Context: an optimization exercise on an open-source flow, tuned for small area, a short achievable clock period and few clock cycles. The choices shown serve that exercise and are no tape-out recipe.
Where RTL was checked, it was by simulation tests only, not by an equivalence proof against the original.
Power is estimated from default activity; no workload was simulated.

## before
## selective_repeat_receive_tracker
module selective_repeat_receive_tracker #(
    parameter int MAX_PACKETS    = 4096,
    parameter int PAYLOAD_STRIDE = 9000
) (
    input  logic        i_clk,
    input  logic        i_rst_n,
    input  logic        i_in_valid,
    output logic        o_in_ready,
    input  logic [0:0]  i_in_op,
    input  logic [31:0] i_in_packet_id,
    input  logic [13:0] i_in_payload_length,
    input  logic [31:0] i_in_first_word,
    output logic        o_out_valid,
    input  logic        i_out_ready,
    output logic [3:0]  o_out_status,
    output logic [11:0] o_out_resend_id,
    output logic [25:0] o_out_payload_offset,
    output logic [11:0] o_out_missing_count,
    output logic [21:0] o_out_total_bytes,
    input  logic        i_cfg_valid,
    output logic        o_cfg_ready,
    input  logic [21:0] i_cfg_buffer_size
);
Settings: LEC_CHECK=0, CAP_MARGIN=20, CORE_MARGIN=2, CORE_UTILIZATION=35, CTS_BUF_LIST=sky130_fd_sc_hd__clkbuf_16, CTS_CLUSTER_DIAMETER=80, CTS_CLUSTER_SIZE=22, GPL_ROUTABILITY_DRIVEN=1, PLACE_DENSITY=0.45, SETUP_SLACK_MARGIN=5, SLEW_MARGIN=20, SYNTH_MEMORY_MAX_BITS=8192; clock period 8.5 ns.
run.sh (not shown) runs the stock make flow with config.mk's settings and CLKGATE_MAP_FILE= SYNTH_SCRIPT=/design/flow/synth_recipe.tcl, a recipe that flattens the netlist after the stock synthesis.
Testbench counts of before, summed over its fixed seeds: cycles 74,383.
Setup changes, before to after
--- a/flow/design.v
+++ b/flow/design.v
@@ -107,34 +107,27 @@
     input  logic        i_set,
     input  logic [11:0] i_set_id,
     input  logic [7:0]  i_rd_hi,
     input  logic [15:0] i_rd_lo,
     output logic [31:0] o_rd_data
 );
     logic [4095:0] r_bm;
-    logic [7:0]    whi;
-    logic [15:0]   wlo;
+    logic [127:0]  row;
     logic [31:0]   col;
-    logic [31:0]   hc [8];
     logic [31:0]   grp [8];
     always_comb begin
-        whi = '0;
-        wlo = '0;
-        col = '0;
-        whi[i_set_id[11:9]] = i_set;
-        wlo[i_set_id[8:5]]  = 1'b1;
+        row  = '0;
+        col  = '0;
+        row[i_set_id[11:5]] = i_set;
         col[i_set_id[4:0]]  = 1'b1;
-        for (int g = 0; g < 8; g++) begin
-            hc[g] = col & {32{whi[g]}};
-        end
     end
     always_ff @(posedge i_clk) begin
         for (int w = 0; w < 128; w++) begin
             for (int b = 0; b < 32; b++) begin
-                r_bm[w*32+b] <= (r_bm[w*32+b] & ~i_clr) | (hc[w / 16][b] & wlo[w % 16]);
+                r_bm[w*32+b] <= (r_bm[w*32+b] & ~i_clr) | (row[w] & col[b]);
             end
         end
     end
     always_comb begin
         o_rd_data = '0;
         for (int g = 0; g < 8; g++) begin
             grp[g] = '0;
@@ -195,15 +188,15 @@
     logic [6:0]  r_sw;         
     logic [7:0]  r_sn;         
     logic [31:0] r_mask;       
     logic        r_sw_eqe;     
     logic        r_sw_lte;     
     logic        r_pgte;       
     logic        r_allin;      
-    logic [11:0] r_miss;       
+    logic [11:0] r_recv;
     logic [21:0] r_total;
     logic [21:0] r_buf;
     logic        r_out_v;
     logic [3:0]  r_o_status;
     logic [11:0] r_o_rid;
     logic [25:0] r_o_off;
     logic [11:0] r_o_miss;
@@ -285,15 +278,15 @@
     assign all_in = r_allin;
     assign zeros  = ~r2_rw & r_mask;
     srt_ffs #(.N(32)) u_zf (.i_v(zeros), .o_idx(z_idx), .o_any(z_any), .o_more(z_more),
                             .o_below(z_below),
                             .o_first(z_first), .o_idx_p1(z_idx_p1));
     assign rid    = {r_sw, z_idx};
     assign rid_p1 = z_first[31] ? {r_sn, 5'd0} : {1'b0, r_sw, z_idx_p1};
-    assign miss   = r_miss;
+    assign miss   = r_exp - r_recv;
     assign sc_end = p_gt_e || all_in || (!z_any && (r_sw_eqe || !r_sw_lte));
     assign sc_nf  = !sc_end && !z_any;
     assign x_found = !p_gt_e && !all_in && z_any;
     assign s2_done = go2 && !(r2_cls == C_SCAN && sc_nf);
     logic [3:0]  res_st;
     logic [22:0] res_val;
     logic [21:0] res_tot;
@@ -387,22 +380,22 @@
             mask_n = ({32{1'b1}} << r_ptr[4:0]) & pw_hmask;
         end else if (go2 && r2_cls == C_SCAN) begin
             sw_n   = r_sn[6:0];
             sn_n   = r_sn + 8'd1;
             mask_n = sn_hmask;
         end
     end
-    logic [11:0] exp_n, miss_n;
+    logic [11:0] exp_n, recv_n;
     logic        eqe_n, lte_n, pgte_n;
     assign exp_n  = s1_conn ? r1_id : r_exp;
     logic allin_n;
     assign allin_n = (go2 && r2_cls == C_CONN) ? (r_exp == 12'd0) :
-                     (go2 && res_new) ? (r_miss == 12'd1) : (r_miss == 12'd0);
-    assign miss_n  = (go2 && r2_cls == C_CONN) ? r_exp :
-                     (go2 && res_new) ? (r_miss - 12'd1) : r_miss;
+                     (go2 && res_new) ? (r_recv + 12'd1 == r_exp) : (r_recv == r_exp);
+    assign recv_n = (go2 && r2_cls == C_CONN) ? 12'd0 :
+                    (go2 && res_new) ? (r_recv + 12'd1) : r_recv;
     assign pw_eqe = (r_ptr[11:5] == r_exp[11:5]);
     assign pw_lte = (r_ptr[11:5] < r_exp[11:5]);
     assign sn_eqe = (r_sn == {1'b0, r_exp[11:5]});
     assign sn_lte = (r_sn < {1'b0, r_exp[11:5]});
     always_comb begin
         eqe_n = r_sw_eqe;
         lte_n = r_sw_lte;
@@ -477,15 +470,15 @@
         r_sw       <= sw_n;
         r_sn       <= sn_n;
         r_mask     <= mask_n;
         r_sw_eqe   <= eqe_n;
         r_sw_lte   <= lte_n;
         r_pgte     <= pgte_n;
         r_allin    <= allin_n;
-        r_miss <= miss_n;
+        r_recv <= recv_n;
         if (out_free) begin
             if (r_sk_v) begin
                 r_o_status <= r_sk_st;
                 r_o_rid    <= sk_is_rid  ? r_sk_val[11:0] : 12'd0;
                 r_o_miss   <= sk_is_miss ? r_sk_val[11:0] : 12'd0;
                 r_o_off    <= sk_is_off  ? {off_c, 3'd0} : 26'd0;
                 r_o_total  <= r_total;
Results
- after against before: number of antenna violations at the first check in global routing higher, post-detailed-routing wire length rose by 110000 um, routed length on met3 increased by 47% relative to the old numbers.
- Summary: with before as the reference, power in after moved up slightly.
- Changes observed in after relative to before: final weighted congestion in routability-driven placement saw an increase, share of power burned in the clock network grew by 0.8 points, total via count after detailed routing increased 4.6%, number of global-route vias before repair went up 3.7%.
- The clock skew on before is in line with that on after.
Function not checked in after: the RTL went through the layout flow alone.

static timing again, ports no longer ideal:
The results above use ideal ports. As a check the final layouts listed here were re-extracted and re-timed, cells and wires unchanged. Step 1 sets driving cells, clkbuf_16 on the clock port and buf_2 on the other inputs (assumed; they add their load-dependent delay and slew). Step 2, shift: input delay + t, output delay - t, t = (earliest + latest rising clock arrival at the registers) / 2. This alone moves slack from input paths to output paths. Three values: ideal ports, drivers, drivers and shift; two values: the first two.
run	t, ns	setup slack, ns	worst hold slack (ns)	worst setup path at the end	latest minus earliest clock arrival (ns)
before	1.115	4.885 / 4.885 / 4.201	0.456 / 0.456 / 0.456	input to register	0.084 / 0.083
after	1.117	4.758 / 4.758 / 4.222	0.457 / 0.457 / 0.457	input to register	0.066 / 0.066
After both steps every run listed still meets setup and hold. For before, which loses most, drivers alone change the setup slack by 0.000 ns; drivers and shift together by -0.684 ns.
